Background: an optimization exercise with open tools, aiming at small area and a short achievable clock period. Do not read the settings as production practice.
Where RTL was checked, it was by simulation tests only, not by an equivalence proof against the original.
Function not checked in run 1: the RTL went through the layout flow alone.
No activity file was given, so power comes from the tool's default toggle rates.

==> design/flow/design.v <==
module aes_pipe_ctrl #(
    parameter int DATA_W     = 128,
    parameter int FIFO_DEPTH = 16,
    parameter int KEY_GAP    = 2
) (
    input  logic              ap_clk,
    input  logic              ap_rst,
    input  logic [DATA_W-1:0] in_V_dout,
    input  logic              in_V_empty_n,
    output logic              in_V_read,
    output logic [DATA_W-1:0] out_V_din,
    input  logic              out_V_full_n,
    output logic              out_V_write,
    output logic              key_write,
    output logic [DATA_W-1:0] key_data,
    output logic              text_write,
    output logic [DATA_W-1:0] text_data,
    input  logic [DATA_W-1:0] enc_data,
    input  logic              enc_valid,
    output logic              busy,
    output logic              err
);
    localparam int D = FIFO_DEPTH;
    localparam int M = FIFO_DEPTH - 1;            
    function automatic logic [DATA_W-1:0] byte_rev(input logic [DATA_W-1:0] w);
        logic [DATA_W-1:0] r;
        for (int i = 0; i < DATA_W / 8; i++) r[8*i +: 8] = w[DATA_W-8-8*i +: 8];
        byte_rev = r;
    endfunction
    function automatic logic [D-1:0] th_step(input logic [D-1:0] t, input logic inc, input logic dec);
        th_step = inc ? {t[D-2:0], 1'b1} : dec ? {1'b0, t[D-1:1]} : t;
    endfunction
    logic st_hdr, st_drain, st_key, st_text;
    logic en_q, text_en_q;                        
    logic [31:0]   rem_cnt;
    logic          rem0_q, rem1_q;                
    logic [1:0]    gap_cnt;
    logic [D-1:0]  fifo_th, ifl_th, cred_th;      
    logic [M-1:0]  wr_oh, rd_oh;
    logic [M-1:0][DATA_W-1:0] mem;
    logic [DATA_W-1:0] out_q, head_nx;
    logic empty, one, ge2, full, if0;
    logic rd, hdr_rd, key_rd, text_rd, pop, bad, push, to_mem;
    assign empty = !fifo_th[0];
    assign one   = fifo_th[0] && !fifo_th[1];
    assign ge2   = fifo_th[1];
    assign full  = fifo_th[D-1];
    assign if0   = !ifl_th[0];
    assign rd      = in_V_empty_n && en_q;
    assign hdr_rd  = in_V_empty_n && st_hdr;
    assign key_rd  = in_V_empty_n && st_key;
    assign text_rd = in_V_empty_n && text_en_q;
    assign pop     = fifo_th[0] && out_V_full_n;
    assign bad     = enc_valid && (if0 || (full && !pop));
    assign push    = enc_valid && !bad;
    assign to_mem  = push && !empty && !(one && pop);
    assign in_V_read   = rd && !ap_rst;
    assign out_V_write = pop && !ap_rst;
    assign out_V_din   = out_q;
    logic st_hdr_nx, st_drain_nx, st_key_nx, st_text_nx, text_en_nx;
    logic [D-1:0] fifo_nx, ifl_nx, cred_nx;
    logic [1:0]   gap_nx;
    always_comb begin
        st_hdr_nx   = (st_hdr && !rd) || (st_key && rd && rem0_q) || (st_text && text_rd && rem1_q);
        st_drain_nx = (st_hdr && rd) || (st_drain && !if0);
        st_key_nx   = (st_drain && if0) || (st_key && !rd);
        st_text_nx  = (st_key && rd && !rem0_q) || (st_text && !(text_rd && rem1_q));
        gap_nx      = key_rd ? 2'd2 : (gap_cnt != 2'd0 ? gap_cnt - 2'd1 : 2'd0);
        fifo_nx     = th_step(fifo_th, push && !pop, pop && !push);
        ifl_nx      = th_step(ifl_th, text_rd && !push, push && !text_rd);
        cred_nx     = th_step(cred_th, text_rd && !pop, pop && !text_rd);
        text_en_nx  = st_text && !(text_rd && rem1_q) && gap_cnt <= 2'd1 && !cred_nx[D-1];
    end
    always_comb begin
        head_nx = ge2 ? '0 : byte_rev(enc_data);
        for (int i = 0; i < M; i++) head_nx = head_nx | ({DATA_W{rd_oh[i] && ge2}} & mem[i]);
    end
    always_ff @(posedge ap_clk) begin
        if (ap_rst) begin
            st_hdr     <= 1'b1;
            st_drain   <= 1'b0;
            st_key     <= 1'b0;
            st_text    <= 1'b0;
            en_q       <= 1'b1;
            text_en_q  <= 1'b0;
            rem_cnt    <= '0;
            rem0_q     <= 1'b1;
            rem1_q     <= 1'b0;
            gap_cnt    <= '0;
            fifo_th    <= '0;
            ifl_th     <= '0;
            cred_th    <= '0;
            wr_oh      <= M'(1);
            rd_oh      <= M'(1);
            busy       <= 1'b0;
            err        <= 1'b0;
            key_write  <= 1'b0;
            text_write <= 1'b0;
            key_data   <= '0;
            text_data  <= '0;
        end else begin
            st_hdr    <= st_hdr_nx;
            st_drain  <= st_drain_nx;
            st_key    <= st_key_nx;
            st_text   <= st_text_nx;
            en_q      <= st_hdr_nx || st_key_nx || text_en_nx;
            text_en_q <= text_en_nx;
            if (hdr_rd) begin
                rem_cnt <= in_V_dout[31:0];
                rem0_q  <= in_V_dout[31:0] == 32'd0;
                rem1_q  <= in_V_dout[31:0] == 32'd1;
            end else if (text_rd) begin
                rem_cnt <= rem_cnt - 32'd1;
                rem0_q  <= rem1_q;
                rem1_q  <= rem_cnt == 32'd2;
            end
            gap_cnt   <= gap_nx;
            fifo_th   <= fifo_nx;
            ifl_th    <= ifl_nx;
            cred_th   <= cred_nx;
            if (to_mem) wr_oh <= {wr_oh[M-2:0], wr_oh[M-1]};
            if (pop && ge2) rd_oh <= {rd_oh[M-2:0], rd_oh[M-1]};
            busy      <= !st_hdr_nx || ifl_nx[0] || fifo_nx[0];
            if (bad) err <= 1'b1;
            key_write  <= key_rd;
            text_write <= text_rd;
            if (key_rd) key_data <= byte_rev(in_V_dout);
            if (text_rd) text_data <= byte_rev(in_V_dout);
        end
    end
    always_ff @(posedge ap_clk) begin
        for (int i = 0; i < M; i++)
            if (wr_oh[i] && enc_valid && (!full || out_V_full_n)) mem[i] <= byte_rev(enc_data);
    end
    always_ff @(posedge ap_clk) begin
        if (empty || out_V_full_n) out_q <= head_nx;
    end
endmodule
==> design/flow/run.sh <==
#!/bin/bash
# synth_recipe.tcl (not shown) runs the flow's synth.tcl, then flattens the netlist and writes it again
# the make line also repeats each setting of config.mk as NAME=value (left out here)
make -C /OpenROAD-flow-scripts/flow DESIGN_CONFIG=/design/flow/config.mk WORK_HOME=/design/flow/orfs CLKGATE_MAP_FILE= SYNTH_SCRIPT=/design/flow/synth_recipe.tcl finish
==> design/flow/config.mk <==
export PLATFORM = sky130hd
export DESIGN_NAME = aes_pipe_ctrl
export DESIGN_NICKNAME = aes_pipe_ctrl
export VERILOG_FILES = /design/flow/design.v
export SDC_FILE = /design/flow/constraint.sdc
export NUM_CORES = 4
export LEC_CHECK = 0
export CAP_MARGIN = 20
export CORE_MARGIN = 2
export CORE_UTILIZATION = 40
export CTS_CLUSTER_DIAMETER = 100
export CTS_CLUSTER_SIZE = 20
export SETUP_SLACK_MARGIN = 2.3
export SLEW_MARGIN = 20
export TNS_END_PERCENT = 10
==> design/flow/constraint.sdc <==
create_clock -name core_clock -period 4.5 [get_ports {ap_clk}]
set_input_delay 0.9000 -clock core_clock [delete_from_list [all_inputs] [get_ports {ap_clk}]]
set_output_delay 0.9000 -clock core_clock [all_outputs]
set_load 0.01 [all_outputs]
==> reports/qor.csv, run 1 <==
metric,value,unit
top cell type's share of synthesized area,70.3,%
leading area contributor after synthesis,edfxtp_1,
clock sinks,2428,
reg2reg start,fifo_th[0],
total negative slack,0,ps
register area,69200,um2
HP Class,flip-flop to flip-flop,
first-pass GRT wire length,422,mm
Die X,472,um
vias in the first global route,53700,
Post-Synthesis Net Count,5853,
RSZ-0062 raised after global routing,yes,
Nets,6642,
grt ovf,0,
fin crit period,2590,ps
max-cap violations,0,
Worst slew margin,26.7,%
CP Launch Point,out_q[120],
CP Buf/Inv Count,1,
Crit path max-delay family,flip-flops,
Max IR drop VDD,0.434,mV
footprint of the multi-input gates,18200,um2
leakage power,0.0348,uW
Final period util,57.5,%
"FFs w/ async S/R, synth",0,%
post-synthesis cell type count,55,
drt wl/cell,32.8,um
antenna-violating nets left,0,
"Clk pin slew, worst setup/hold paths",90,ps
critical path data arrival time,1690,ps
final hold violations,0,
GR Util All Layers,26.5,%
row count,171,
initial antenna violation count,42,
DRC,0,
Synth Flop Type,edfxtp_1,
Detailed Route WL,305,mm
initial drt markers,7091,
Crit-path slowest cell,edfxtp_1,
Synth Instances,5584,
Initial Util,40.3,%
max incr delay on CP,630,ps
"count leader, synth",edfxtp_1,
CTS tree,yes,
die height,472,um
final slew viol count,0,
clock root buffer master,clkbuf_16,
"Setup violations, final",0,
#FFs+latches synth,2428,
drt pass-1 iters,6,
Synth area leaders,"edfxtp_1 70%, dfxtp_1 8.7%, a221oi_1 5.1%, a22o_1 3.8%, nand2_1 3.2%",
Cell Pwr Density,372,nW/um2
CP Cell Sequence,buf_2,
Yosys warnings,1,
status,timing/DRC/antenna clean,
Worst-Margin Slew,1100,ps
CTS H-tree depth,4,
synth cell count leaders,"2048 x edfxtp_1, 737 x nand2_1, 513 x a221oi_1",
CTS Buf Count,142,
Max Clk Rate,386,MHz
sequential area share after synthesis,79.0,%
CP Class,flip-flop to output port,
die footprint,222000,um2
Syn Area/Cell,15.7,um2
core area,217000,um2
clk buf depth,3,
GP Congestion,0.821,
Critical Path Start Type,flip-flop,
Detailed Place HPWL,157,mm
largest net degree at the start of global routing,194,
Crit Path Max Fanout,1,
Post-Syn Area,87500,um2
clk_skew,48.1,ps
post-layout util,49.0,%
Critical Path RT,3600,ps
clock insertion delay at the later pin of the skew report,870,ps
share of cells above drive strength 1,12.8,%
routed vias,56800,
Total Power,39500,uW
# IOs,651,
beginning of the worst hold path,gap_cnt[0],
number of flops mapped to enable cells by yosys,2048,
fillers,18200,
DR vias/cell,6.11,
Layout area overhead,21.6,%
crit end category,output port,
PortBufs,650,
FF-to-FF setup slack,2100,ps
[sequential cells by signal (all words and copies together) (netlist names), 2 cells and up]
| register | cells |
|---|---|
| rem_cnt | 32 |
| key_data | 128 |
| ifl_th | 16 |
| fifo_th | 16 |
| text_data | 128 |
| wr_oh | 15 |
| out_q | 128 |
| gap_cnt | 2 |
| rd_oh | 15 |
| mem | 1920 |
| cred_th | 16 |
[cell families (layout without fill, tap and decap cells)]
kind of cell    count (synthesis)  count (layout)  synth area share, %
buf+inv                       392            1190                 1.73
simple gates                 1262            1301                 6.41
xor+xnor                       19              19                0.199
mux                            17              17                0.195
other cells                     0              21                    0
fa+ha+maj                       8               8                0.114
flops                        2428            2428                 79.0
compound gates               1458            1458                 12.3
[routing by layer]
layer	part of all wire, %	vias up	GRT usage (%)
li1	-	23700	-
met1	38	29100	34.8
met2	48	3394	43.5
met3	10	579	5.59
met4	3.9	32	9.95
met5	0.068	-	0
[final timing paths]
path | endpoint | depth (start not counted)
worst min-delay path | gap_cnt[0] | 1
worst min register to register | gap_cnt[0] | 1
worst max register to register | busy | 9
worst max-delay path | out_V_din[120] | 1
[timing repair]
item                        CTS  global route
pin swaps                    87             4
hold buffers                  0             0
setup buffers               127             7
setup endpoints to repair  2578          2166
cloned                       74             2
gates resized for setup     756           221
[placed cells by master, fill, tap and decap left out, types with 9 or more instances in the layout]
master / instances
edfxtp_1: 2048
nand2_1: 732
a21oi_1: 492
a221oi_1: 388
a22o_1: 384
dfxtp_1: 345
dlygate4sd2_1: 337
clkdlybuf4s50_1: 256
nor2_1: 213
clkbuf_16: 149
buf_4: 141
nand4_1: 131
a221oi_2: 121
buf_12: 109
and2_4: 57
buf_6: 54
nand3b_1: 46
buf_16: 43
dfxtp_2: 27
clkbuf_1: 25
a22oi_1: 23
nor4_1: 22
diode_2: 21
mux2i_1: 17
o22ai_1: 17
nor3_1: 15
xnor2_1: 14
clkbuf_2: 14
buf_8: 14
and2_2: 13
nand3_1: 10
bufbuf_16: 10
nor2b_1: 9
[cell type report]
| class | instances | area share (%) |
|---|---|---|
| diodes | 21 | 0.0494 |
| clock buffers | 173 | 3.56 |
| clock inverters | 19 | 0.276 |
| inverters | 10 | 0.0400 |
| multi-input cells | 2803 | 17.1 |
| flip-flops and latches | 2428 | 65.0 |
| well taps | 2854 | 3.36 |
| repair buffers | 988 | 10.6 |
[report_power, final]
| group | switching (uW) | internal (uW) |
|---|---|---|
| sequential | 100 | 24500 |
| clock | 7410 | 6140 |
| combinational | 885 | 492 |
[per-stage QoR]
| step | std cells | hold slack [ps] | cell area [um2] | setup slack [ps] |
|---|---|---|---|---|
| floorplan | 5584 | 400 | 87500 | 1850 |
| global placement | 8872 | 407 | 98400 | 612 |
| detailed placement | 8873 | 431 | 98400 | 584 |
| CTS | 9266 | 444 | 106000 | 1870 |
| global route | 9285 | 445 | 106000 | 1930 |
| finish | 9296 | 437 | 106000 | 1910 |
==> run 2, diff against run 1 <==
--- a/design/flow/design.v
+++ b/design/flow/design.v
@@ -51,7 +51,7 @@
     assign key_rd  = in_V_empty_n && st_key;
     assign text_rd = in_V_empty_n && text_en_q;
     assign pop     = fifo_th[0] && out_V_full_n;
-    assign bad     = enc_valid && (if0 || (full && !pop));
+    assign bad     = enc_valid && if0;             
     assign push    = enc_valid && !bad;
     assign to_mem  = push && !empty && !(one && pop);
     assign in_V_read   = rd && !ap_rst;
@@ -130,7 +130,7 @@
     end
     always_ff @(posedge ap_clk) begin
         for (int i = 0; i < M; i++)
-            if (wr_oh[i] && enc_valid && (!full || out_V_full_n)) mem[i] <= byte_rev(enc_data);
+            if (wr_oh[i] && !full) mem[i] <= byte_rev(enc_data);
     end
     always_ff @(posedge ap_clk) begin
         if (empty || out_V_full_n) out_q <= head_nx;
==> design/flow/flow/run.sh (new file) <==
#!/bin/bash
set -euo pipefail
cat >> config.mk <<'EOC'
export BUFFER_PORTS_ARGS = -buffer_cell sky130_fd_sc_hd__buf_1
EOC
bash standard.sh > standard_flow.log 2>&1
==> design/flow/standard.sh (new file) <==
#!/bin/bash
# synth_recipe.tcl (not shown) runs the flow's synth.tcl, then flattens the netlist and writes it again
# the make line also repeats each setting of config.mk as NAME=value (left out here)
make -C /OpenROAD-flow-scripts/flow DESIGN_CONFIG=/design/flow/config.mk WORK_HOME=/design/flow/orfs CLKGATE_MAP_FILE= SYNTH_SCRIPT=/design/flow/synth_recipe.tcl "${@:-finish}"
--- a/design/flow/config.mk
+++ b/design/flow/config.mk
@@ -13,3 +13,4 @@
 export SETUP_SLACK_MARGIN = 2.3
 export SLEW_MARGIN = 20
 export TNS_END_PERCENT = 10
+export BUFFER_PORTS_ARGS = -buffer_cell sky130_fd_sc_hd__buf_1
removed: design/flow/run.sh
==> run 2 against run 1 <==
  * Still clean
  * Setup slack better by 160 ps
  * Die area up 1.5%
  * Sequential power is essentially flat
  * Design area shrank 5.4%
  * First-iteration DRC count shrank 20%
  * Sequential cell count unchanged
  * Non-clock buffer count shrank 186
  * Register-to-register slack gained 130 ps
  * Synthesized cell count rose by 8.5%
  * Area after synthesis is 1.5% higher
  * Combinational power is 25% lower
  * Via count fell by 1.3%
  * Largest cell class unchanged
  * Highest routed layer unchanged
==> reports/qor.csv, run 2 <==
metric,value,unit
status,timing/DRC/antenna clean,
met2 WL,136,mm
Synth Instances,6058,
Crit Path Max Fanout,64,
Int Pwr,30900,uW
clock insertion delay at the later pin of the skew report,830,ps
Detailed Route WL,285,mm
clk_skew,42.1,ps
initial antenna violation count,45,
Post-Synthesis Net Count,6327,
final slew viol count,0,
drt wl/cell,29.5,um
R2R depth,6,
Worst-Margin Slew,1060,ps
DR vias/cell,5.81,
CTS tree,yes,
Yosys warnings,1,
fin cells,9648,
Cell Pwr Density,388,nW/um2
Sw Ratio,20.9,%
leakage power,0.0306,uW
Nets,6899,
Clk network pwr share,34.4,%
"commonest non-fill, non-tap cell in the layout",edfxtp_1,
row count,172,
CP Class,primary input to output port,
leading area contributor after synthesis,edfxtp_1,
FF-to-FF setup slack,2230,ps
Detailed Place HPWL,147,mm
reg-to-reg endpoint,out_q[65],
initial drt markers,5641,
Placed Cells,9409,
CTS Buf Count,144,
"Cell Area, Placed",95200,um2
"Clk pin slew, worst setup/hold paths",80,ps
sequential area share after synthesis,77.8,%
Total Power,39000,uW
GR Util All Layers,24.5,%
antenna-violating nets left,0,
Die X,475,um
post-synthesis cell type count,52,
synth cell count leaders,"2048 x edfxtp_1, 992 x nand2_1, 893 x a22oi_1",
max FFs per register,1920,
Synth Flop Type,edfxtp_1,
CP Launch Point,ap_rst,
Fin Hold WS,307,ps
drt pass-1 iters,5,
register share of total power,63.0,%
CTS Hold Bufs,0,
Worst slew margin,28.9,%
reg2reg start,rd_oh[1],
Critical Path Start Type,primary input,
Syn Area/Cell,14.7,um2
share of cells above drive strength 1,7.56,%
top cell type's share of synthesized area,69.3,%
HP Class,primary input to flip-flop,
die height,475,um
clock root buffer master,clkbuf_16,
Max Clk Rate,411,MHz
"count leader, synth",edfxtp_1,
PortBufs,650,
core area,220000,um2
metal3 WL,24.6,mm
Setup crit end,in_V_read,
vias in the first global route,52900,
die footprint,226000,um2
Met1 Routed Length,113,mm
total negative slack,0,ps
clock sinks,2428,
Initial Util,40.3,%
RSZ-0062 raised after global routing,yes,
Critical Path RT,3600,ps
final hold violations,0,
GP Congestion,0.844,
combinational share of power,2.7,%
grt ovf,0,
"Setup violations, final",0,
final instance area,101000,um2
Max IR drop VDD,0.374,mV
Max Used Layer,met5,
#FFs+latches synth,2428,
# IOs,651,
crit end category,output port,
routed vias,56000,
Post-Syn Area,88800,um2
DRC,0,
CTS H-tree depth,4,
Final period util,54.0,%
max-cap violations,0,
fin crit period,2430,ps
first-pass GRT wire length,396,mm
"FFs w/ async S/R, synth",0,%
largest net degree at the start of global routing,204,
critical path data arrival time,1530,ps
number of flops mapped to enable cells by yosys,2048,
NetSw,8150,uW
Layout area overhead,13.3,%
clk buf depth,3,
most frequent cells in the layout,"2048 x edfxtp_1, 988 x nand2_1, 893 x a22oi_1",
Synth area leaders,"edfxtp_1 69%, dfxtp_1 8.6%, a22oi_1 7.6%, nand2_1 4.2%, a21oi_1 2.1%",
Largest Register,mem,
==> run 2: repair_timing <==
item	in CTS	in global routing
pin swaps	2	2
resized for setup	144	174
setup buffers	27	6
endpoints found under the setup margin	757	781
==> run 2: power by group through the flow <==
| stage | Clock, uW | Combinational [uW] | Sequential [uW] |
|---|---|---|---|
| after CTS | 13700 | 1010 | 24600 |
| after global routing | 14400 | 1130 | 24600 |
| after detailed placement | 0 | 993 | 25100 |
| final | 13400 | 1030 | 24600 |
| after global placement | 0 | 969 | 25100 |
| after floorplan | 0 | 369 | 25100 |
==> run 2: area by class of cell <==
| type | instances | area [um2] |
|---|---|---|
| Multi-Input combinational cell | 3244 | 18400 |
| Clock buffer | 164 | 3770 |
| Antenna cell | 20 | 50.0 |
| Inverter | 10 | 40.0 |
| Timing Repair Buffer | 802 | 5060 |
| Fill cell | 19300 | 120000 |
| Tap cell | 2958 | 3700 |
| Clock inverter | 22 | 317 |
| Sequential cell | 2428 | 69300 |
==> run 2: worst min path at each step <==
| stage | endpoint | cells past startpoint | startpoint |
|---|---|---|---|
| floorplan | gap_cnt[0] | 1 | gap_cnt[0] |
| global placement | gap_cnt[0] | 1 | gap_cnt[0] |
| detailed placement | gap_cnt[0] | 1 | gap_cnt[0] |
| CTS | text_data[93] | 3 | in_V_dout[37] |
| global route | text_data[13] | 3 | in_V_dout[117] |
| finish | text_data[93] | 3 | in_V_dout[37] |
==> run 2: worst max-delay path: stages <==
cell and delay (ps):
buf_8 360, nor2_4 100, buf_6 150
==> run 2: routing by layer <==
metal	track usage, %	up-vias
li1	-	24200
met1	32.2	29000
met2	40.2	2437
met3	4.98	420
met4	8.99	50
met5	0	-
==> run 2: metrics by stage <==
step | util, % | setup WS, ps
floorplan | - | 1570
global placement | 43.2 | 1150
detailed placement | 43.3 | 1200
CTS | 45.5 | 2000
global route | 45.7 | 2030
finish | 45.7 | 2070
==> run 2: logic make-up after synthesis <==
kind of cell / synth area share, %
multiplexers: 0.169
XOR/XNOR: 0.266
AO/OA/AOI/OAI: 11.1
buffers and inverters: 1.65
flip-flops: 77.8
adder cells (fa/ha/maj): 0.113
AND/OR/NAND/NOR: 8.83
==> run 3, diff against run 2 <==
--- a/design/flow/design.v
+++ b/design/flow/design.v
@@ -36,7 +36,8 @@
     logic          rem0_q, rem1_q;                
     logic [1:0]    gap_cnt;
     logic [D-1:0]  fifo_th, ifl_th, cred_th;      
-    logic [M-1:0]  wr_oh, rd_oh;
+    logic [M-1:0]  wr_oh, rd_oh, rd_oh_nx;
+    logic [M:0]    hsel_q;                        
     logic [M-1:0][DATA_W-1:0] mem;
     logic [DATA_W-1:0] out_q, head_nx;
     logic empty, one, ge2, full, if0;
@@ -69,11 +70,16 @@
         fifo_nx     = th_step(fifo_th, push && !pop, pop && !push);
         ifl_nx      = th_step(ifl_th, text_rd && !push, push && !text_rd);
         cred_nx     = th_step(cred_th, text_rd && !pop, pop && !text_rd);
+        rd_oh_nx    = (pop && ge2) ? {rd_oh[M-2:0], rd_oh[M-1]} : rd_oh;
         text_en_nx  = st_text && !(text_rd && rem1_q) && gap_cnt <= 2'd1 && !cred_nx[D-1];
     end
+    logic         head_ld;
+    logic [M:0]   hsel;
+    assign head_ld = empty || out_V_full_n;
+    assign hsel    = hsel_q & {(M + 1){head_ld}};
     always_comb begin
-        head_nx = ge2 ? '0 : byte_rev(enc_data);
-        for (int i = 0; i < M; i++) head_nx = head_nx | ({DATA_W{rd_oh[i] && ge2}} & mem[i]);
+        head_nx = ({DATA_W{!head_ld}} & out_q) | ({DATA_W{hsel[M]}} & byte_rev(enc_data));
+        for (int i = 0; i < M; i++) head_nx = head_nx | ({DATA_W{hsel[i]}} & mem[i]);
     end
     always_ff @(posedge ap_clk) begin
         if (ap_rst) begin
@@ -92,6 +98,7 @@
             cred_th    <= '0;
             wr_oh      <= M'(1);
             rd_oh      <= M'(1);
+            hsel_q     <= {1'b1, M'(0)};
             busy       <= 1'b0;
             err        <= 1'b0;
             key_write  <= 1'b0;
@@ -119,7 +126,8 @@
             ifl_th    <= ifl_nx;
             cred_th   <= cred_nx;
             if (to_mem) wr_oh <= {wr_oh[M-2:0], wr_oh[M-1]};
-            if (pop && ge2) rd_oh <= {rd_oh[M-2:0], rd_oh[M-1]};
+            rd_oh     <= rd_oh_nx;
+            hsel_q    <= {!fifo_nx[1], rd_oh_nx & {M{fifo_nx[1]}}};
             busy      <= !st_hdr_nx || ifl_nx[0] || fifo_nx[0];
             if (bad) err <= 1'b1;
             key_write  <= key_rd;
@@ -132,7 +140,5 @@
         for (int i = 0; i < M; i++)
             if (wr_oh[i] && !full) mem[i] <= byte_rev(enc_data);
     end
-    always_ff @(posedge ap_clk) begin
-        if (empty || out_V_full_n) out_q <= head_nx;
-    end
+    always_ff @(posedge ap_clk) out_q <= head_nx;
 endmodule
==> run 3 against run 2 <==
  * Via count shrank 0.50%
  * Core utilization about the same
  * Clock power up 3%
  * Cell count shrank 4.6%
  * Synthesized cell count fell by 6.0%
  * Register-to-register slack got worse by 30 ps
  * Combinational power hardly changed
  * Global-route usage is 0.22 points higher
  * Largest cell class unchanged
==> reports/qor.csv, run 3 <==
metric,value,unit
die height,470,um
RSZ-0062 raised after global routing,yes,
Max Clk Rate,410,MHz
Die X,470,um
Crit Path Max Fanout,2,
Crit path max-delay family,flip-flops,
initial drt markers,6873,
Layout area overhead,13.2,%
vias in the first global route,53000,
core area,215000,um2
Max IR drop VDD,0.412,mV
CTS tree,yes,
CP Class,flip-flop to output port,
Critical Path RT,3600,ps
clock root buffer master,clkbuf_16,
clk_skew,61.9,ps
met1 usage,30.9,%
Clk network pwr share,34.9,%
leading area contributor after synthesis,edfxtp_1,
Post-Synthesis Net Count,5963,
Yosys warnings,1,
#FFs+latches synth,2444,
HP Class,primary input to flip-flop,
Initial Util,40.4,%
combinational share of power,2.6,%
global-route met3 utilization,5.49,%
final instance area,98300,um2
GP Congestion,0.899,
final hold violations,0,
Synth area leaders,"edfxtp_1 66%, dfxtp_1 12%, a22oi_1 6.1%, nand2_1 2.6%, a21oi_1 2.1%",
row count,170,
Synth Flop Type,edfxtp_1,
sequential area share after synthesis,78.5,%
Detailed Place HPWL,156,mm
die footprint,221000,um2
post-synthesis cell type count,51,
NetSw,8440,uW
final slew viol count,0,
Synth Instances,5694,
CP Buf/Inv Count,1,
top cell type's share of synthesized area,66.4,%
"commonest non-fill, non-tap cell in the layout",edfxtp_1,
"Clk pin slew, worst setup/hold paths",80,ps
CTS Buf Count,144,
Final period util,54.2,%
M2 GR Usage,41.7,%
PortBufs,650,
max-cap violations,0,
reg2reg start,text_en_q,
fillers,18800,
number of flops mapped to enable cells by yosys,1920,
GR Util All Layers,24.7,%
total negative slack,0,ps
routed vias,55800,
Syn Area/Cell,15.2,um2
CP Launch Point,out_q[64],
DR vias/cell,6.06,
CP Cell Sequence,buf_1,
clock insertion delay at the later pin of the skew report,850,ps
grt ovf,0,
critical path data arrival time,1540,ps
Post-Syn Area,86800,um2
# IOs,651,
fin crit period,2440,ps
Worst-Margin Slew,1100,ps
Sw Ratio,21.4,%
"Cell Area, Placed",92900,um2
antenna-violating nets left,0,
Crit-path slowest cell,dfxtp_1,
most frequent cells in the layout,"1920 x edfxtp_1, 702 x a22oi_1, 606 x nand2_1",
Critical Path Start Type,flip-flop,
"Setup violations, final",0,
register share of total power,62.4,%
beginning of the worst hold path,in_V_dout[126],
fin cells,9201,
drt wl/cell,31.2,um
initial antenna violation count,64,
Detailed Route WL,287,mm
synth cell count leaders,"1920 x edfxtp_1, 702 x a22oi_1, 612 x nand2_1",
Placed Cells,8890,
GRT Max-Usage Layer,met2,
first-pass GRT wire length,396,mm
CTS H-tree depth,4,
"FFs w/ async S/R, synth",0,%
max incr delay on CP,510,ps
Worst slew margin,26.2,%
leakage power,0.0300,uW
status,timing/DRC/antenna clean,
max FFs per register,1920,
drt pass-1 iters,6,
Largest Register,mem,
"count leader, synth",edfxtp_1,
largest net degree at the start of global routing,196,
Int Pwr,30900,uW
clk buf depth,3,
share of cells above drive strength 1,7.36,%
clock sinks,2444,
Nets,6501,
crit end category,output port,
DRC,0,
Cell Pwr Density,401,nW/um2
-- run 3: cell count changes after synthesis, moves of 104 or more --
cell / change
edfxtp_1: -128
o21ai_0: +125
nand2_1: -380
nor2b_1: -111
a221oi_1: +106
a22o_1: +104
dfxtp_1: +144
o21a_1: -127
a22oi_1: -191
nor3_1: -107
-- run 3: final cells by class --
type / instances / area [um2] / area share [%]
Inverter: 11 / 43.8 / 0.0446
Tap cell: 2838 / 3550 / 3.61
Multi-Input combinational cell: 2851 / 17400 / 17.8
Antenna cell: 28 / 70.1 / 0.0713
Clock inverter: 22 / 350 / 0.357
Sequential cell: 2444 / 68300 / 69.5
Clock buffer: 227 / 3960 / 4.03
Timing Repair Buffer: 780 / 4540 / 4.62
-- run 3: power groups by stage --
stage                     Clock (uW)  Sequential, uW  Combinational [uW]
final                          13800           24600                1030
after global placement             0           25100                 944
after floorplan                    0           25100                 329
after global routing           14700           24600                1120
after detailed placement           0           25100                 970
after CTS                      13900           24600                1020
-- run 3: metrics by stage --
stage | power, uW | setup WS, ps | util, % | hold slack (ps)
after floorplan | 25400 | 1570 | - | 400
after global placement | 26000 | 1110 | 43.2 | 410
after detailed placement | 26100 | 1140 | 43.2 | 413
after CTS | 39500 | 2000 | 45.5 | 237
after global routing | 40400 | 2020 | 45.7 | 277
final | 39400 | 2060 | 45.7 | 293
-- run 3: kinds of logic after synthesis --
group	synth area share (%)
muxes	0.185
adders and majority gates	0.115
DFF	78.5
AOI/OAI and AO/OA	12.6
buffers and inverters	1.77
xor gates and xnor gates	0.242
and+or+nand+nor	6.54
-- run 3: repair_timing --
item                                    4_1_cts  5_1_grt
cloned                                        3        9
pin swaps                                     6        2
hold buffers                                  0        0
setup buffers                                13        9
gates resized for setup                     193       41
endpoints found under the setup margin      731      816
-- run 3: worst paths after layout --
check / to / slack (ps) / cells after the start
setup reg to reg: en_q / 2200 / 7
setup / recovery: out_V_din[64] / 2060 / 1
hold reg to reg: gap_cnt[0] / 420 / 1
hold / removal: text_data[6] / 290 / 3
-- run 3: metal layers --
layer	vias to the layer above	wire, um
met2	3044	140000
met1	28700	106000
met4	36	11800
met3	486	29100
li1	23500	-
met5	-	233
==> run 4, diff against run 3 <==
==> design/flow/flow/run.sh (replaced) <==
#!/bin/bash
set -euo pipefail
here=$(pwd)
cat >> config.mk <<EOC
export BUFFER_PORTS_ARGS = -buffer_cell sky130_fd_sc_hd__buf_1
export POST_RESIZE_TCL = $here/flow/iso.tcl
EOC
bash standard.sh > standard_flow.log 2>&1
==> design/flow/flow/iso.tcl (new file) <==
# POST_RESIZE hook: keep the combinational input-to-output paths short. For the logic gate
# that drives each such output port (through its port buffer), every input is traced back
# through plain buffers to the net right after the input port's own buffer; the gate is
# moved onto that net and the net's other loads are put behind one new buffer.
set block [ord::get_db_block]

proc iso_driver {net} {
  set d [get_pins -quiet -of_objects $net -filter "direction==output"]
  if {[llength $d] != 1} { return "" }
  return $d
}

proc iso_is_port_net {name} {
  return [expr {[llength [get_ports -quiet $name]] == 1}]
}

set iso_n 0
set iso_keep {}
proc iso_gate {gate depth} {
  global block iso_n iso_keep
  foreach ipin [get_pins -of_objects $gate -filter "direction==input"] {
    set net [get_nets -quiet -of_objects $ipin]
    if {$net eq ""} { continue }
    # walk back through single-input buffers, stopping at the port buffer's output net
    while {1} {
      set d [iso_driver $net]
      if {$d eq ""} { break }
      set c [get_cells -of_objects $d]
      set ref [get_property $c ref_name]
      if {![string match "sky130_fd_sc_hd__*buf_*" $ref]} { break }
      set cin [get_pins -of_objects $c -filter "direction==input"]
      if {[llength $cin] != 1} { break }
      set up [get_nets -quiet -of_objects $cin]
      if {$up eq "" || [iso_is_port_net [get_full_name $up]]} { break }
      set net $up
    }
    set pin_name [get_full_name $ipin]
    lappend iso_keep $pin_name
    set cur [get_nets -of_objects $ipin]
    if {[get_full_name $cur] ne [get_full_name $net]} {
      set it [sta::sta_to_db_pin $ipin]
      $it disconnect
      $it connect [sta::sta_to_db_net $net]
    }
    set loads {}
    foreach p [get_pins -quiet -of_objects $net -filter "direction==input"] {
      if {[lsearch -exact $iso_keep [get_full_name $p]] < 0} { lappend loads $p }
    }
    set d [iso_driver $net]
    if {$d eq ""} { continue }
    set dc [get_cells -of_objects $d]
    if {[llength $loads] >= 2} {
      set loc [[sta::sta_to_db_inst $dc] getLocation]
      insert_buffer -buffer_cell sky130_fd_sc_hd__buf_4 -net [get_full_name $net] -load_pins $loads \
        -location [list [expr {[lindex $loc 0] / 1000.0}] [expr {[lindex $loc 1] / 1000.0}]]
      incr iso_n
      puts "iso: [get_full_name $net] -> [get_full_name $gate]: [llength $loads] other loads behind a buffer"
    }
    # go one level further into a driving logic gate (not a flip-flop or a port buffer)
    set ref [get_property $dc ref_name]
    if {$depth > 1 && ![string match "*df*" $ref] && ![string match "*buf_*" $ref]} {
      iso_gate $dc [expr {$depth - 1}]
    }
  }
}

foreach port {in_V_read out_V_write} {
  set onet [get_nets -quiet $port]
  if {$onet eq ""} { continue }
  set obuf_pin [iso_driver $onet]
  if {$obuf_pin eq ""} { continue }
  set obuf [get_cells -of_objects $obuf_pin]
  set gnet [get_nets -of_objects [get_pins -of_objects $obuf -filter "direction==input"]]
  set gpin [iso_driver $gnet]
  if {$gpin eq ""} { continue }
  iso_gate [get_cells -of_objects $gpin] 2
}
puts "iso: $iso_n buffers inserted"
--- a/design/flow/config.mk
+++ b/design/flow/config.mk
@@ -14,3 +14,4 @@
 export SLEW_MARGIN = 20
 export TNS_END_PERCENT = 10
 export BUFFER_PORTS_ARGS = -buffer_cell sky130_fd_sc_hd__buf_1
+export POST_RESIZE_TCL = /design/flow/flow/iso.tcl
==> run 4 against run 3 <==
  * Still clean
  * Sequential cell count unchanged
  * Hold slack better by 2.1 ps
  * Sequential share of layout area increased by 0.070 points
  * Power is 0.38% lower
  * Setup slack better by 27 ps
  * Die area is the same
  * First-iteration DRC count decreased by 1.8%
  * Global-route usage grew 0.32 points
  * Clock power hardly changed
  * Critical path depth unchanged
  * Critical endpoint is now out_V_din[117]
  * Largest cell class unchanged
==> reports/qor.csv, run 4 <==
metric,value,unit
vias in the first global route,53200,
Final period util,53.6,%
Post-Syn Area,86800,um2
crit end category,output port,
"commonest non-fill, non-tap cell in the layout",edfxtp_1,
CP Buf/Inv Count,1,
final slew viol count,0,
top cell type's share of synthesized area,66.4,%
Hold EP,text_data[9],
Layout area overhead,13.1,%
grt ovf,0,
most frequent cells in the layout,"1920 x edfxtp_1, 702 x a22oi_1, 606 x nand2_1",
Post-Synthesis Net Count,5963,
final instance area,98200,um2
die footprint,221000,um2
Synth Flop Type,edfxtp_1,
Critical Path Start Type,flip-flop,
CP Launch Point,out_q[117],
Max Clk Rate,414,MHz
synth cell count leaders,"1920 x edfxtp_1, 702 x a22oi_1, 612 x nand2_1",
CP Class,flip-flop to output port,
footprint of the multi-input gates,17400,um2
Crit-path slowest cell,dfxtp_1,
core area,215000,um2
die height,470,um
Yosys warnings,1,
post-layout util,45.7,%
#FFs+latches synth,2444,
reg-to-reg endpoint,mem[1106],
Crit path max-delay family,flip-flops,
hold depth,3,
RSZ-0062 raised after global routing,yes,
GP Congestion,0.899,
clock root buffer master,clkbuf_16,
clk_skew,31.9,ps
reg2reg start,fifo_th[15],
post-synthesis cell type count,51,
Die X,470,um
Detailed Place HPWL,156,mm
"Clk pin slew, worst setup/hold paths",90,ps
number of flops mapped to enable cells by yosys,1920,
DRC,0,
Synth Instances,5694,
leading area contributor after synthesis,edfxtp_1,
initial drt markers,6748,
antenna-violating nets left,0,
first-pass GRT wire length,400,mm
CTS Hold Bufs,0,
final hold violations,0,
Worst slew margin,24.6,%
CTS Buf Count,143,
max incr delay on CP,490,ps
Initial Util,40.4,%
Max IR drop VDD,0.437,mV
CP Cell Sequence,buf_1,
max FFs per register,1920,
clock insertion delay at the later pin of the skew report,830,ps
drt wl/cell,31.1,um
register area,68300,um2
leakage power,0.0300,uW
FF-to-FF setup slack,2200,ps
clk buf depth,3,
Fin Hold WS,295,ps
sequential area share after synthesis,78.5,%
CTS H-tree depth,4,
HP Class,primary input to flip-flop,
Synth area leaders,"edfxtp_1 66%, dfxtp_1 12%, a22oi_1 6.1%, nand2_1 2.6%, a21oi_1 2.1%",
beginning of the worst hold path,in_V_dout[113],
Nets,6498,
PortBufs,650,
DR vias/cell,6.10,
# IOs,651,
GR Util All Layers,25.0,%
row count,170,
Critical Path RT,3600,ps
Largest Register,mem,
max-cap violations,0,
fin crit period,2410,ps
clock sinks,2444,
"FFs w/ async S/R, synth",0,%
routed vias,56100,
initial antenna violation count,63,
R2R depth,2,
"Cell Area, Placed",92900,um2
largest net degree at the start of global routing,196,
critical path data arrival time,1510,ps
"count leader, synth",edfxtp_1,
drt pass-1 iters,7,
CTS tree,yes,
Detailed Route WL,286,mm
"Setup violations, final",0,
status,timing/DRC/antenna clean,
fillers,18700,
Worst-Margin Slew,1130,ps
share of cells above drive strength 1,7.52,%
total negative slack,0,ps
Crit Path Max Fanout,3,
Cell Pwr Density,400,nW/um2
Syn Area/Cell,15.2,um2
## run 4: cell types whose count changed in the layout (fill, tap and decap cells not counted), moves of 3 or more
cell       change
buf_1          -8
dfxtp_2        +7
inv_6          -4
diode_2        -3
buf_4          +5
buf_6          +7
dfxtp_1        -9
clkinv_16      -3
## run 4: worst reg2reg max path: stages (launching register included)
cell	delay, ps
dfxtp_4	500
nor2b_4	800
buf_12	570
## run 4: cell families (layout without fill, tap and decap cells)
group                      count (synthesis)  in the layout  share of synthesized area, %
AOI/OAI and AO/OA                       1556           1556                          12.6
xor gates and xnor gates                  24             24                         0.242
adders and majority gates                  8              8                         0.115
buffers and inverters                    409           1035                          1.77
DFF                                     2444           2444                          78.5
muxes                                     16             16                         0.185
other                                      0             25                             0
and+or+nand+nor                         1237           1245                          6.54
## run 4: cell type report
type                            instances  area share [%]
Multi-Input combinational cell       2849            17.7
Sequential cell                      2444            69.6
Clock buffer                          229            4.06
Clock inverter                         15           0.252
Antenna cell                           25          0.0637
Inverter                               11          0.0446
Timing Repair Buffer                  780            4.64
Tap cell                             2838            3.62
## run 4: worst max path at each step
stage / endpoint / slack, ps / cells after the start
6_report: out_V_din[117] / 2090 / 1
5_1_grt: in_V_read / 2040 / 3
4_1_cts: out_V_write / 2010 / 3
3_5_place_dp: out_q[97] / 1210 / 7
3_3_place_gp: out_q[81] / 1110 / 6
2_1_floorplan: mem[0] / 1570 / 2
## run 4: layer usage
layer	global-route usage, %	share of wire, %	vias to the layer above	routed length, um
met5	0	0.096	-	275
met4	9.75	4.1	42	11600
met3	5.24	9.6	523	27300
met2	42.5	49	3025	140000
met1	31.4	37	29000	106000
li1	-	-	23500	-
## run 4: through the flow
| step | cells | worst slack, ps | power (uW) |
|---|---|---|---|
| 3_3_place_gp | 8890 | 1110 | 26000 |
| 5_1_grt | 9181 | 2040 | 40300 |
| 2_1_floorplan | 5694 | 1570 | 25400 |
| 3_5_place_dp | 8897 | 1210 | 26100 |
| 6_report | 9191 | 2090 | 39200 |
| 4_1_cts | 9164 | 2010 | 39400 |
## run 4: report_power, final
| group | switching (uW) | internal (uW) | total [uW] |
|---|---|---|---|
| Clock | 7400 | 6210 | 13600 |
| Combinational | 736 | 296 | 1030 |
| Sequential | 150 | 24400 | 24600 |
| Total | 8290 | 30900 | 39200 |
## run 4: what timing repair did
action                                  4_1_cts  5_1_grt
setup buffers                                15        1
pin swaps                                     6        2
gates cloned                                  8        1
endpoints found under the setup margin      736      773
endpoints found under the hold margin         0        0
resized for setup                           181       97
==> run 5, diff against run 4 <==
--- a/design/flow/config.mk
+++ b/design/flow/config.mk
@@ -7,7 +7,7 @@
 export LEC_CHECK = 0
 export CAP_MARGIN = 20
 export CORE_MARGIN = 2
-export CORE_UTILIZATION = 40
+export CORE_UTILIZATION = 52
 export CTS_CLUSTER_DIAMETER = 100
 export CTS_CLUSTER_SIZE = 20
 export SETUP_SLACK_MARGIN = 2.3
==> run 5 against run 4 <==
  * Still clean on timing, DRC and antenna
  * Power fell by 0.77%
  * Cell count down 6.9%
  * Setup slack better by 41 ps
  * Count of clock-buffer cells in the layout rose by 4
  * Highest routed layer unchanged
==> reports/qor.csv, run 5 <==
metric,value,unit
HP Class,primary input to flip-flop,
leading area contributor after synthesis,edfxtp_1,
"Setup violations, final",0,
Int Pwr,30800,uW
grt ovf,0,
core area,165000,um2
register area,68400,um2
Clk network pwr share,34.3,%
synth cell count leaders,"1920 x edfxtp_1, 702 x a22oi_1, 612 x nand2_1",
most frequent cells in the layout,"1920 x edfxtp_1, 702 x a22oi_1, 606 x nand2_1",
CTS H-tree depth,4,
initial antenna violation count,46,
leakage power,0.0301,uW
Critical Path RT,3600,ps
antenna-violating nets left,0,
#FFs+latches synth,2444,
Crit Path Max Fanout,2,
die footprint,170000,um2
Total Power,38900,uW
Initial Util,52.5,%
sequential area share after synthesis,78.5,%
Layout area overhead,12.4,%
post-synthesis cell type count,51,
Max IR drop VDD,0.444,mV
CTS tree,yes,
Sw Ratio,20.8,%
Detailed Route WL,275,mm
status,timing/DRC/antenna clean,
Synth Instances,5694,
top cell type's share of synthesized area,66.4,%
DRC,0,
fin crit period,2370,ps
DR vias/cell,6.44,
Yosys warnings,1,
Syn Area/Cell,15.2,um2
Die X,413,um
Max Clk Rate,421,MHz
CP Launch Point,fifo_th[0],
vias in the first global route,52100,
initial drt markers,7268,
"commonest non-fill, non-tap cell in the layout",edfxtp_1,
register share of total power,63.2,%
crit end category,output port,
"count leader, synth",edfxtp_1,
GP Congestion,0.901,
Final Worst Setup Slack,2130,ps
reg2reg start,fifo_th[15],
die height,413,um
Cell Pwr Density,399,nW/um2
clock root buffer master,clkbuf_16,
first-pass GRT wire length,385,mm
max FFs per register,1920,
clock sinks,2444,
Worst slew margin,18.6,%
final slew viol count,0,
clock insertion delay at the later pin of the skew report,790,ps
Critical Path Start Type,flip-flop,
CTS Hold Bufs,0,
"Clk pin slew, worst setup/hold paths",90,ps
max-cap violations,0,
"FFs w/ async S/R, synth",0,%
beginning of the worst hold path,in_V_dout[89],
clk_skew,21.8,ps
drt wl/cell,32.1,um
routed vias,55200,
NetSw,8110,uW
CP Class,flip-flop to output port,
number of flops mapped to enable cells by yosys,1920,
PortBufs,650,
total negative slack,0,ps
Worst-Margin Slew,1220,ps
Detailed Place HPWL,148,mm
# IOs,651,
DP Worst Slack,1190,ps
combinational share of power,2.6,%
Final period util,52.7,%
clk buf depth,3,
Synth Flop Type,edfxtp_1,
final hold violations,0,
GR Util All Layers,31.7,%
Largest Register,mem,
Post-Synthesis Net Count,5963,
share of cells above drive strength 1,8.30,%
row count,149,
drt pass-1 iters,6,
critical path data arrival time,1470,ps
footprint of the multi-input gates,17500,um2
RSZ-0062 raised after global routing,yes,
CTS Buf Count,140,
Nets,6518,
largest net degree at the start of global routing,202,
Synth area leaders,"edfxtp_1 66%, dfxtp_1 12%, a22oi_1 6.1%, nand2_1 2.6%, a21oi_1 2.1%",
fillers,12900,
Post-Syn Area,86800,um2
-- run 5: metrics by stage --
| step | util (%) | instances | cell area [um2] | hold WS (ps) |
|---|---|---|---|---|
| finish | 59.0 | 8560 | 97500 | 326 |
| detailed placement | 55.8 | 8273 | 92300 | 418 |
| CTS | 58.8 | 8539 | 97200 | 279 |
| floorplan | - | 5694 | 86900 | 400 |
| global route | 59.0 | 8553 | 97500 | 308 |
| global placement | 55.7 | 8265 | 92200 | 408 |
-- run 5: critical path, cell delays in order, from the launching register on --
cell	delay (ps)
dfxtp_2	360
nand2_4	70
nor2_4	130
buf_6	120
-- run 5: cell families (layout without fill, tap and decap cells) --
family / after synthesis / in the layout / synth area share [%]
XOR/XNOR: 24 / 24 / 0.242
other: 0 / 19 / 0
AO/OA/AOI/OAI: 1556 / 1556 / 12.6
buffers and inverters: 409 / 1062 / 1.77
flip-flops: 2444 / 2444 / 78.5
multiplexers: 16 / 16 / 0.185
adder cells (fa/ha/maj): 8 / 8 / 0.115
AND/OR/NAND/NOR: 1237 / 1242 / 6.54
-- run 5: power groups by stage --
| stage | Clock (uW) | Sequential [uW] | Combinational, uW |
|---|---|---|---|
| 3_5_place_dp | 0 | 25100 | 939 |
| 2_1_floorplan | 0 | 25100 | 329 |
| 4_1_cts | 13500 | 24600 | 983 |
| 6_report | 13300 | 24600 | 997 |
| 3_3_place_gp | 0 | 25100 | 910 |
| 5_1_grt | 14300 | 24600 | 1090 |
-- run 5: metal layers --
layer | routed length (um) | global-route usage [%] | vias up
met5 | 183 | 0 | -
met4 | 9450 | 10.7 | 30
met3 | 27700 | 6.32 | 441
met2 | 132000 | 51.7 | 2950
met1 | 106000 | 42.6 | 28200
li1 | - | - | 23500
-- run 5: final timing paths --
kind                                 endpoint  slack [ps]  cells after the start
worst max-delay path              out_V_write        2130                      3
worst min-delay path            text_data[33]         330                      3
worst max register to register      mem[1027]        2180                      2
worst min register to register     gap_cnt[0]         430                      1
-- run 5: area by class of cell --
cell class,count,share of cell area [%]
flip-flops and latches,2444,70.1
multi-input cells,2846,17.9
repair buffers,806,4.89
clock buffers,233,4.04
well taps,2189,2.81
clock inverters,12,0.189
inverters,11,0.0500
diodes,19,0.0487
-- run 5: repair_timing --
item                                    in CTS  in global routing
gates resized for setup                    213                136
buffers inserted                            16                  2
gates cloned                                 5                  0
endpoints found under the setup margin     907                944
pin swaps                                    5                  2
==> run 6, diff against run 5 <==
--- a/design/flow/flow/iso.tcl
+++ b/design/flow/flow/iso.tcl
@@ -2,7 +2,7 @@
 # that drives each such output port (through its port buffer), every input is traced back
 # through plain buffers to the net right after the input port's own buffer; the gate is
 # moved onto that net and the net's other loads are put behind one new buffer.
-set block [ord::get_db_block]
+
 
 proc iso_driver {net} {
   set d [get_pins -quiet -of_objects $net -filter "direction==output"]
@@ -14,10 +14,10 @@
   return [expr {[llength [get_ports -quiet $name]] == 1}]
 }
 
-set iso_n 0
-set iso_keep {}
+set ::iso_n 0
+set ::iso_keep {}
 proc iso_gate {gate depth} {
-  global block iso_n iso_keep
+  global iso_n iso_keep
   foreach ipin [get_pins -of_objects $gate -filter "direction==input"] {
     set net [get_nets -quiet -of_objects $ipin]
     if {$net eq ""} { continue }
@@ -75,4 +75,4 @@
   if {$gpin eq ""} { continue }
   iso_gate [get_cells -of_objects $gpin] 2
 }
-puts "iso: $iso_n buffers inserted"
+puts "iso: $::iso_n buffers inserted"
==> run 6 against run 5 <==
  * Cell count stayed put
  * Die area unchanged
  * Area after synthesis unchanged
  * Power unchanged
  * Core utilization stayed put
  * Clock skew did not move
  * Synthesized cell count unchanged
  * Critical path depth is the same
  * Design area stayed put
  * Hold slack unchanged
  * Setup slack stayed put
  * Register-to-register slack is essentially flat
==> reports/qor.csv, run 6 <==
metric,value,unit
Max IR drop VDD,0.444,mV
R2R depth,2,
footprint of the multi-input gates,17500,um2
sequential area share after synthesis,78.5,%
CTS Buf Count,140,
antenna-violating nets left,0,
"Setup violations, final",0,
PortBufs,650,
register area,68400,um2
number of flops mapped to enable cells by yosys,1920,
critical path data arrival time,1470,ps
Syn Area/Cell,15.2,um2
Final Worst Setup Slack,2130,ps
Crit Path Max Fanout,2,
clock insertion delay at the later pin of the skew report,790,ps
final slew viol count,0,
largest net degree at the start of global routing,202,
Largest Register,mem,
CTS H-tree depth,4,
clk buf depth,3,
share of cells above drive strength 1,8.30,%
Nets,6518,
initial antenna violation count,46,
die height,413,um
Post-Syn Area,86800,um2
multiplexer area fraction after synthesis,0.185,%
first-pass GRT wire length,385,mm
adder-cell share of the synthesized area,0.115,%
crit end category,output port,
drt pass-1 iters,6,
Critical Path Start Type,flip-flop,
Post-Synthesis Net Count,5963,
Final period util,52.7,%
leakage power,0.0301,uW
core area,165000,um2
Synth Area in Compound Gates,12.6,%
clk_skew,21.8,ps
Synth Flop Type,edfxtp_1,
fillers,12900,
Synth Instances,5694,
Die X,413,um
leading area contributor after synthesis,edfxtp_1,
fin crit period,2370,ps
most frequent cells in the layout,"1920 x edfxtp_1, 702 x a22oi_1, 606 x nand2_1",
grt ovf,0,
largest family of logic cells by synthesized area,compound AO/OA/AOI/OAI gates,
synth cell count leaders,"1920 x edfxtp_1, 702 x a22oi_1, 612 x nand2_1",
Worst slew margin,18.6,%
Detailed Route WL,275,mm
Initial Util,52.5,%
Critical Path RT,3600,ps
post-synthesis cell type count,51,
top cell type's share of synthesized area,66.4,%
CTS Hold Bufs,0,
"Clk pin slew, worst setup/hold paths",90,ps
total negative slack,0,ps
max-cap violations,0,
RSZ-0062 raised after global routing,yes,
FF-to-FF setup slack,2180,ps
clock root buffer master,clkbuf_16,
drt wl/cell,32.1,um
final hold violations,0,
reg-to-reg endpoint,mem[1027],
DRC,0,
max FFs per register,1920,
post-synthesis simple-gate area fraction,6.54,%
status,timing/DRC/antenna clean,
routed vias,55200,
beginning of the worst hold path,in_V_dout[89],
row count,149,
Detailed Place HPWL,148,mm
reg2reg start,fifo_th[15],
"commonest non-fill, non-tap cell in the layout",edfxtp_1,
initial drt markers,7268,
final instance area,97500,um2
hold depth,3,
CP Class,flip-flop to output port,
DP Worst Slack,1190,ps
Worst-Margin Slew,1220,ps
# IOs,651,
"FFs w/ async S/R, synth",0,%
"Cell Area, Placed",92300,um2
die footprint,170000,um2
Hold EP,text_data[33],
Yosys warnings,1,
vias in the first global route,52100,
Max Clk Rate,421,MHz
xor/xnor cell area share of the yosys netlist,0.242,%
HP Class,primary input to flip-flop,
GP Congestion,0.901,
Synth area leaders,"edfxtp_1 66%, dfxtp_1 12%, a22oi_1 6.1%, nand2_1 2.6%, a21oi_1 2.1%",
CTS tree,yes,
#FFs+latches synth,2444,
GR Util All Layers,31.7,%
clock sinks,2444,
Layout area overhead,12.4,%
"count leader, synth",edfxtp_1,
DR vias/cell,6.44,
Cell Pwr Density,399,nW/um2
[run 6: cell counts after synthesis]
No cell type changed its count.
[run 6: logic make-up after synthesis]
logic type | count (synthesis)
compound gates | 1556
xor+xnor | 24
fa+ha+maj | 8
buf+inv | 409
flops | 2444
mux | 16
simple gates | 1237
[run 6: cell type report]
cell class	count	area share [%]
sequential	2444	70.1
antenna	19	0.0487
clock buffer	233	4.04
multi-input combinational	2846	17.9
clock inverter	12	0.189
tap	2189	2.81
timing repair buffer	806	4.89
inverter	11	0.0500
[run 6: worst max path at each step]
stage | start | endpoint | cells past startpoint
2_1_floorplan | fifo_th[15] | mem[0] | 2
3_3_place_gp | in_V_empty_n | en_q | 8
3_5_place_dp | in_V_empty_n | busy | 9
4_1_cts | fifo_th[0] | out_V_write | 3
5_1_grt | fifo_th[0] | out_V_write | 3
6_report | fifo_th[0] | out_V_write | 3
[run 6: report_power, final]
part / switching, uW / internal (uW)
registers: 155 / 24400
logic: 700 / 296
clock network: 7260 / 6080
total: 8110 / 30800
[run 6: layer usage]
| layer | track usage, % | vias up | part of all wire [%] |
|---|---|---|---|
| li1 | - | 23500 | - |
| met1 | 42.6 | 28200 | 38 |
| met2 | 51.7 | 2950 | 48 |
| met3 | 6.32 | 441 | 10 |
| met4 | 10.7 | 30 | 3.4 |
| met5 | 0 | - | 0.067 |
[run 6: repair_timing]
action / in CTS / in global routing
cloned: 5 / 0
pin swaps: 5 / 2
setup endpoints to repair: 907 / 944
endpoints found under the hold margin: 0 / 0
buffers inserted: 16 / 2
resized for setup: 213 / 136
[run 6: per-stage QoR]
| stage | hold WS, ps | power, uW | util [%] | cells |
|---|---|---|---|---|
| after floorplan | 400 | 25400 | - | 5694 |
| after global placement | 408 | 26000 | 55.7 | 8265 |
| after detailed placement | 418 | 26000 | 55.8 | 8273 |
| after CTS | 279 | 39100 | 58.8 | 8539 |
| after global routing | 308 | 40000 | 59.0 | 8553 |
| final | 326 | 38900 | 59.0 | 8560 |
[run 6: critical path: stages (launching register included)]
cell and delay, ps:
dfxtp_2 360, nand2_4 70, nor2_4 130, buf_6 120
==> run 7, diff against run 6 <==
--- a/design/flow/design.v
+++ b/design/flow/design.v
@@ -36,7 +36,8 @@
     logic          rem0_q, rem1_q;                
     logic [1:0]    gap_cnt;
     logic [D-1:0]  fifo_th, ifl_th, cred_th;      
-    logic [M-1:0]  wr_oh, rd_oh, rd_oh_nx;
+    logic [M-1:0]  wr_oh, rd_oh, rd_oh_nx, wr_oh_nx;
+    logic [M-1:0]  we_q;                          
     logic [M:0]    hsel_q;                        
     logic [M-1:0][DATA_W-1:0] mem;
     logic [DATA_W-1:0] out_q, head_nx;
@@ -70,6 +71,7 @@
         fifo_nx     = th_step(fifo_th, push && !pop, pop && !push);
         ifl_nx      = th_step(ifl_th, text_rd && !push, push && !text_rd);
         cred_nx     = th_step(cred_th, text_rd && !pop, pop && !text_rd);
+        wr_oh_nx    = to_mem ? {wr_oh[M-2:0], wr_oh[M-1]} : wr_oh;
         rd_oh_nx    = (pop && ge2) ? {rd_oh[M-2:0], rd_oh[M-1]} : rd_oh;
         text_en_nx  = st_text && !(text_rd && rem1_q) && gap_cnt <= 2'd1 && !cred_nx[D-1];
     end
@@ -97,6 +99,7 @@
             ifl_th     <= '0;
             cred_th    <= '0;
             wr_oh      <= M'(1);
+            we_q       <= M'(1);
             rd_oh      <= M'(1);
             hsel_q     <= {1'b1, M'(0)};
             busy       <= 1'b0;
@@ -125,7 +128,8 @@
             fifo_th   <= fifo_nx;
             ifl_th    <= ifl_nx;
             cred_th   <= cred_nx;
-            if (to_mem) wr_oh <= {wr_oh[M-2:0], wr_oh[M-1]};
+            wr_oh     <= wr_oh_nx;
+            we_q      <= wr_oh_nx & {M{!fifo_nx[D-1]}};
             rd_oh     <= rd_oh_nx;
             hsel_q    <= {!fifo_nx[1], rd_oh_nx & {M{fifo_nx[1]}}};
             busy      <= !st_hdr_nx || ifl_nx[0] || fifo_nx[0];
@@ -138,7 +142,7 @@
     end
     always_ff @(posedge ap_clk) begin
         for (int i = 0; i < M; i++)
-            if (wr_oh[i] && !full) mem[i] <= byte_rev(enc_data);
+            if (we_q[i]) mem[i] <= byte_rev(enc_data);
     end
     always_ff @(posedge ap_clk) out_q <= head_nx;
 endmodule
--- a/design/flow/config.mk
+++ b/design/flow/config.mk
@@ -7,9 +7,9 @@
 export LEC_CHECK = 0
 export CAP_MARGIN = 20
 export CORE_MARGIN = 2
-export CORE_UTILIZATION = 52
+export CORE_UTILIZATION = 56
 export CTS_CLUSTER_DIAMETER = 100
-export CTS_CLUSTER_SIZE = 20
+export CTS_CLUSTER_SIZE = 25
 export SETUP_SLACK_MARGIN = 2.3
 export SLEW_MARGIN = 20
 export TNS_END_PERCENT = 10
==> run 7 against run 6 <==
  * Global-route usage up 2.2 points
  * First-iteration DRC count is 3.6% higher
  * Critical path depth fell by 2
  * Largest power group unchanged
  * Wire length grew 0.14%
  * Critical endpoint is now out_V_din[88]
  * Still clean
==> reports/qor.csv, run 7 <==
metric,value,unit
Synth Area in Compound Gates,12.5,%
xor/xnor cell area share of the yosys netlist,0.211,%
sequential area share after synthesis,78.4,%
DRC,0,
largest net degree at the start of global routing,209,
clock root buffer master,clkbuf_16,
critical path data arrival time,1420,ps
Clk network pwr share,30.9,%
status,timing/DRC/antenna clean,
clk_skew,40.5,ps
Crit path max-delay family,flip-flops,
initial antenna violation count,40,
post-synthesis cell type count,59,
"commonest non-fill, non-tap cell in the layout",edfxtp_1,
CTS Hold Bufs,0,
synth cell count leaders,"1920 x edfxtp_1, 651 x a22oi_1, 612 x nand2_1",
Crit-path slowest cell,dfxtp_1,
Detailed Route WL,275,mm
Layout area overhead,10.1,%
"Clk pin slew, worst setup/hold paths",100,ps
clock insertion delay at the later pin of the skew report,780,ps
CTS tree,yes,
final hold violations,0,
vias in the first global route,51100,
Post-Syn Area,87300,um2
Int Pwr,29500,uW
initial drt markers,7527,
number of flops mapped to enable cells by yosys,1920,
Die X,399,um
leakage power,0.0295,uW
core area,154000,um2
HP Class,primary input to flip-flop,
Initial Util,56.5,%
CP Cell Sequence,buf_1,
Worst slew margin,22.0,%
Worst-Margin Slew,1170,ps
#FFs+latches synth,2459,
first-pass GRT wire length,383,mm
CP Buf/Inv Count,1,
fillers,11700,
multiplexer area fraction after synthesis,0.195,%
Post-Synthesis Net Count,5998,
"Setup violations, final",0,
Yosys warnings,1,
"count leader, synth",edfxtp_1,
Synth area leaders,"edfxtp_1 66%, dfxtp_1 12%, a22oi_1 5.6%, nand2_1 2.6%, a21oi_1 2.1%",
share of cells above drive strength 1,6.91,%
row count,144,
RSZ-0062 raised after global routing,yes,
crit end category,output port,
fin crit period,2320,ps
register share of total power,66.4,%
max FFs per register,1920,
Crit Path Max Fanout,2,
"FFs w/ async S/R, synth",0,%
antenna-violating nets left,0,
Detailed Place HPWL,141,mm
CTS H-tree depth,3,
CTS Buf Count,108,
DR vias/cell,6.63,
Sw Ratio,20.7,%
post-synthesis simple-gate area fraction,6.73,%
grt ovf,0,
most frequent cells in the layout,"1920 x edfxtp_1, 651 x a22oi_1, 608 x nand2_1",
combinational share of power,2.7,%
PortBufs,650,
NetSw,7700,uW
top cell type's share of synthesized area,66.0,%
GR Util All Layers,33.8,%
Synth Instances,5729,
Critical Path RT,3600,ps
Max Clk Rate,430,MHz
Nets,6492,
die height,399,um
die footprint,159000,um2
max-cap violations,0,
"Cell Area, Placed",92100,um2
max incr delay on CP,470,ps
largest family of logic cells by synthesized area,compound AO/OA/AOI/OAI gates,
# IOs,651,
routed vias,55500,
Final period util,51.6,%
final instance area,96100,um2
GP Congestion,0.837,
total negative slack,0,ps
leading area contributor after synthesis,edfxtp_1,
clk buf depth,3,
Max IR drop VDD,0.318,mV
Cell Pwr Density,388,nW/um2
final slew viol count,0,
adder-cell share of the synthesized area,0.115,%
Largest Register,mem,
CP Class,flip-flop to output port,
Critical Path Start Type,flip-flop,
drt pass-1 iters,8,
Syn Area/Cell,15.2,um2
clock sinks,2459,
drt wl/cell,32.9,um
Synth Flop Type,edfxtp_1,
-- run 7: cell count changes after synthesis, moves of 10 or more --
cell,previous run,this run
buf_2,1,42
a22oi_1,702,651
nand3_1,217,200
nor2_1,130,166
nor2b_1,33,16
nor3_1,30,65
nand4_1,105,89
a222oi_1,94,132
clkbuf_1,343,295
o22ai_1,10,20
dfxtp_1,524,539
a211oi_1,18,8
-- run 7: power groups by stage --
stage | logic [uW] | clock network, uW | registers, uW
after floorplan | 394 | 0 | 25200
after global placement | 962 | 0 | 25200
after detailed placement | 989 | 0 | 25200
after CTS | 1000 | 11600 | 24700
after global routing | 1120 | 12400 | 24700
final | 1020 | 11500 | 24700
-- run 7: final cells by class --
type / instances / area, um2 / share of cell area, %
tap: 2044 / 2560 / 2.66
inverter: 11 / 46.3 / 0.0482
clock buffer: 190 / 3050 / 3.18
timing repair buffer: 774 / 4190 / 4.36
antenna: 14 / 35.0 / 0.0365
multi-input combinational: 2869 / 17500 / 18.2
sequential: 2459 / 68700 / 71.5
clock inverter: 5 / 72.6 / 0.0755
-- run 7: metal layers --
| layer | track usage [%] | up-vias | share of wire, % |
|---|---|---|---|
| met5 | 0 | - | 0.10 |
| met4 | 10.6 | 40 | 3.6 |
| met3 | 6.11 | 432 | 11 |
| met2 | 54.6 | 3186 | 48 |
| met1 | 47.2 | 28400 | 38 |
| li1 | - | 23500 | - |
-- run 7: what timing repair did --
item,in CTS,in global routing
buffers inserted,9,3
cloned,12,0
pin swaps,6,0
setup endpoints to repair,623,614
gates resized for setup,85,178
-- run 7: through the flow --
step	instances	power, uW	hold WS, ps	utilization (%)	worst slack, ps
final	8366	37200	345	62.2	2180
after CTS	8349	37400	307	62.0	2060
after global placement	8126	26200	407	59.6	1200
after global routing	8359	38200	332	62.2	2150
after detailed placement	8133	26200	418	59.7	1280
after floorplan	5729	25600	399	-	2190
-- run 7: kinds of logic after synthesis --
logic type,count (synthesis)
compound gates,1535
mux,17
flops,2459
simple gates,1276
xor+xnor,21
buf+inv,413
fa+ha+maj,8
-- run 7: path summary, 6_finish.rpt --
check,to,slack (ps),from,depth (start not counted)
worst min-delay path,text_data[23],350,in_V_dout[111],3
worst max register to register,out_q[46],2240,hsel_q[13],3
worst min register to register,gap_cnt[0],430,gap_cnt[0],1
worst max-delay path,out_V_din[88],2180,out_q[88],1

static timing again, ports no longer ideal:
How much do the figures lean on ideal ports? The routed layouts below were timed once more, with nothing changed but the port constraints. Step 1, drivers: a clkbuf_16 drives ap_clk and a buf_2 each remaining input, both assumed. Step 2, shift: input delay + t, output delay - t, t = (earliest + latest rising clock arrival at the registers) / 2. This alone moves slack from input paths to output paths. Three values: no drivers, after step 1, after step 2; two values: the first two.
run	t (ns)	setup slack, ns	slew at the worst register clock pin (ns)	worst data-port slew with drivers (ns)	cell pins on the clock port's net
run 1	0.934	1.913 / 1.819 / 1.259	0.09 / 0.09	0.24	1
run 2	0.901	2.069 / 1.996 / 1.534	0.09 / 0.09	0.32	1
run 3	0.917	2.059 / 1.963 / 1.329	0.09 / 0.09	0.28	1
run 4	0.914	2.086 / 1.985 / 1.433	0.09 / 0.09	0.28	1
run 5	0.865	2.127 / 2.045 / 1.414	0.09 / 0.09	0.31	1
run 6	0.865	2.127 / 2.045 / 1.414	0.09 / 0.09	0.31	1
run 7	0.851	2.176 / 2.086 / 1.489	0.11 / 0.11	0.30	1
After both steps every run listed still meets setup and hold. The setup slack of run 3, which loses most, moves by -0.096 ns with the drivers and by -0.730 ns with both steps.
